This is an optimization exercise on Yosys and OpenROAD, whose aim is small area, not a production implementation. Function was checked by simulation only, so behaviour that the tests miss may differ from the original. Power is estimated from default activity; no workload was simulated. The clock port is modelled as an ideal driver; clocking choices that lean on that would not hold on a real chip.

Design stream_buffer, start of the top module:
module stream_buffer (
	input  wire logic                            ti_clk,
	input  wire logic                            rst_n,
	input  wire logic                            write,
	input  wire stream_buffer_pkg::sample_t      data_in,
	input  wire logic                            read,
	output logic [stream_buffer_pkg::WORD_W-1:0] data_out,
	output stream_buffer_pkg::fill_t             fill_count
);
==> flow/config.mk <==
export PLATFORM = sky130hd
export DESIGN_NAME = stream_buffer
export DESIGN_NICKNAME = stream_buffer
export VERILOG_FILES = /design/flow/design.v
export SDC_FILE = /design/flow/constraint.sdc
export NUM_CORES = 4
export LEC_CHECK = 0
export CAP_MARGIN = 20
export CORE_MARGIN = 2
export CORE_UTILIZATION = 40
export SLEW_MARGIN = 20
==> flow/constraint.sdc <==
create_clock -name core_clock -period 4.0 [get_ports {ti_clk}]
set_input_delay 0.8000 -clock core_clock [delete_from_list [all_inputs] [get_ports {ti_clk}]]
set_output_delay 0.8000 -clock core_clock [all_outputs]
set_load 0.01 [all_outputs]
standard.sh (not shown) runs the stock make flow with config.mk's settings and CLKGATE_MAP_FILE= SYNTH_SCRIPT=/design/flow/synth_recipe.tcl, a recipe that flattens the netlist after the stock synthesis.
==> flow/flow/run.sh <==
#!/bin/bash
# The standard layout (standard.sh: the ORFS flow, standard synthesis) with
# three settings changed:
#  - ports are buffered with sky130_fd_sc_hd__buf_1 instead of the default cell
#  - clock tree sinks are clustered into groups of up to 30 within 100 um
#  - clock tree synthesis inserts no dummy loads
# Full make output goes to flow_make.log; ORFS's per-step logs are under orfs/logs.
set -euo pipefail
cd "$(dirname "${BASH_SOURCE[0]}")/.."
bash standard.sh \
  "BUFFER_PORTS_ARGS=-buffer_cell sky130_fd_sc_hd__buf_1" \
  "CTS_ARGS=-sink_clustering_enable -repair_clock_nets -sink_clustering_size 30 -sink_clustering_max_diameter 100 -dont_use_dummy_load" \
  MATCH_CELL_FOOTPRINT=0 GPL_KEEP_OVERFLOW=0 \
  finish > flow_make.log 2>&1
Edit:
--- a/flow/flow/run.sh
+++ b/flow/flow/run.sh
@@ -13 +13 @@
-  MATCH_CELL_FOOTPRINT=0 GPL_KEEP_OVERFLOW=0 \
+  CORE_UTILIZATION=55 \
Via count came out lower by 1.3%; final cell count came out lower by 11%; setup slack gets better by 190 ps; count of clock-buffer cells in the layout is unchanged; maximum frequency came out higher by 5.4%; clock skew came out lower by 40 ps; non-clock buffer count came out higher by 12; synthesized area does not change; routed wire length came out lower by 2.1%.
Edit:
--- a/flow/flow/run.sh
+++ b/flow/flow/run.sh
@@ -13 +12,0 @@
-  CORE_UTILIZATION=55 \
What happened:
- wire length rose by a few percent
- combinational power is about the same
- worst hold slack gets better by 20 ps
- via count came out higher by a few percent
- total power barely changes
- synthesized cell count does not change
- die area rises by well over a third
- final area is higher slightly
- area after synthesis stays the same
- clock power barely changes
Edit:
--- a/flow/flow/run.sh
+++ b/flow/flow/run.sh
@@ -12 +12 @@
-  "CTS_ARGS=-sink_clustering_enable -repair_clock_nets -sink_clustering_size 30 -sink_clustering_max_diameter 100 -dont_use_dummy_load" \
+  "CTS_ARGS=-sink_clustering_enable -repair_clock_nets -sink_clustering_size 32 -sink_clustering_max_diameter 100 -dont_use_dummy_load" \
Result: The changed run ran to the end with no violations; clock skew fell by 31 ps; maximum frequency fell by about 0.56%; combinational power is about the same; register-to-register slack loses 20 ps; utilization hardly moves; synthesized cell count does not change; cell area barely changes; routed wire length is about the same; power fell by about 0.7%; final cell count stays flat; global-route usage barely changes.

---

Starting RTL as in the previous note.
Settings: LEC_CHECK=0, CAP_MARGIN=20, CORE_MARGIN=2, CORE_UTILIZATION=40, SLEW_MARGIN=20; clock period 4.0 ns.
==> flow/flow/run.sh <==
#!/bin/bash
# The standard layout (standard.sh: the ORFS flow, standard synthesis) with
# three settings changed:
#  - ports are buffered with sky130_fd_sc_hd__buf_1 instead of the default cell
#  - clock tree sinks are clustered into groups of up to 30 within 100 um
#  - clock tree synthesis inserts no dummy loads
# Full make output goes to flow_make.log; ORFS's per-step logs are under orfs/logs.
set -euo pipefail
cd "$(dirname "${BASH_SOURCE[0]}")/.."
bash standard.sh \
  "BUFFER_PORTS_ARGS=-buffer_cell sky130_fd_sc_hd__buf_1" \
  "CTS_ARGS=-sink_clustering_enable -repair_clock_nets -sink_clustering_size 30 -sink_clustering_max_diameter 100 -dont_use_dummy_load" \
  PLACE_DENSITY=0.85 \
  finish > flow_make.log 2>&1
Next try:
--- a/flow/flow/run.sh
+++ b/flow/flow/run.sh
@@ -11,4 +11,3 @@
   "BUFFER_PORTS_ARGS=-buffer_cell sky130_fd_sc_hd__buf_1" \
-  "CTS_ARGS=-sink_clustering_enable -repair_clock_nets -sink_clustering_size 30 -sink_clustering_max_diameter 100 -dont_use_dummy_load" \
-  PLACE_DENSITY=0.85 \
+  "CTS_ARGS=-sink_clustering_enable -repair_clock_nets -sink_clustering_size 34 -sink_clustering_max_diameter 110 -dont_use_dummy_load" \
   finish > flow_make.log 2>&1
Effect: Total power drops slightly; global-route usage climbs by 0.63 points; register-to-register slack improves by 60 ps; utilization decreases by 0.26 points; routed wire length grows by a few percent; setup slack gains 190 ps; sequential share of layout area came out higher by 0.54 points; area after synthesis stays the same; clock-buffer cell count drops by 3; first-iteration DRC count decreases by about a fifth; design area goes down slightly.
Next try:
--- a/flow/flow/run.sh
+++ b/flow/flow/run.sh
@@ -11,3 +11,4 @@
   "BUFFER_PORTS_ARGS=-buffer_cell sky130_fd_sc_hd__buf_1" \
-  "CTS_ARGS=-sink_clustering_enable -repair_clock_nets -sink_clustering_size 34 -sink_clustering_max_diameter 110 -dont_use_dummy_load" \
+  "CTS_ARGS=-sink_clustering_enable -repair_clock_nets -sink_clustering_size 30 -sink_clustering_max_diameter 100 -dont_use_dummy_load" \
+  SKIP_REPAIR_TIE_FANOUT=1 \
   finish > flow_make.log 2>&1
Result: The new run produced a clean layout. Utilization stays flat. Setup slack got worse by 26 ps. Count of clock-buffer cells in the layout increases by 3. Die area is unchanged. Routed wire length decreases by 2.4%. Maximum frequency decreases by about 0.7%.

==> static timing again, ports no longer ideal <==
How much do the figures lean on ideal ports? The routed layouts below were timed once more, with nothing changed but the port constraints.
Step 1: set_driving_cell puts a clkbuf_16 on ti_clk and a buf_2 on each other input, an assumption about the parent block.
Step 2 times the ports against the registers' clock, not the clock port: input delays grow and output delays shrink by t, the midpoint of the rising clock arrivals with the driver on.
a / b / c = no drivers / after step 1 / after step 2; a / b = the first two.
| run | t, ns | setup slack, ns | latest minus earliest clock arrival (ns) | worst slew at a driven data input, ns |
|---|---|---|---|---|
| the first run of note 1 | 0.634 | 0.310 / 0.310 / 0.053 | 0.093 / 0.092 | 0.05 |
| the second run of note 1 | 0.645 | 0.498 / 0.471 / 0.274 | 0.071 / 0.071 | 0.06 |
| the third run of note 1 | 0.637 | 0.473 / 0.423 / 0.250 | 0.072 / 0.073 | 0.06 |
| the fourth run of note 1 | 0.643 | 0.454 / 0.408 / 0.236 | 0.026 / 0.026 | 0.06 |
| the first run of note 2 | 0.633 | 0.270 / 0.217 / 0.165 | 0.086 / 0.087 | 0.06 |
| the second run of note 2 | 0.639 | 0.457 / 0.420 / 0.239 | 0.059 / 0.059 | 0.06 |
| the third run of note 2 | 0.635 | 0.431 / 0.431 / 0.191 | 0.066 / 0.066 | 0.05 |
After both steps setup and hold are still met in every run listed. For the first run of note 1, which loses most, drivers alone change the setup slack by 0.000 ns; drivers and shift together by -0.257 ns.
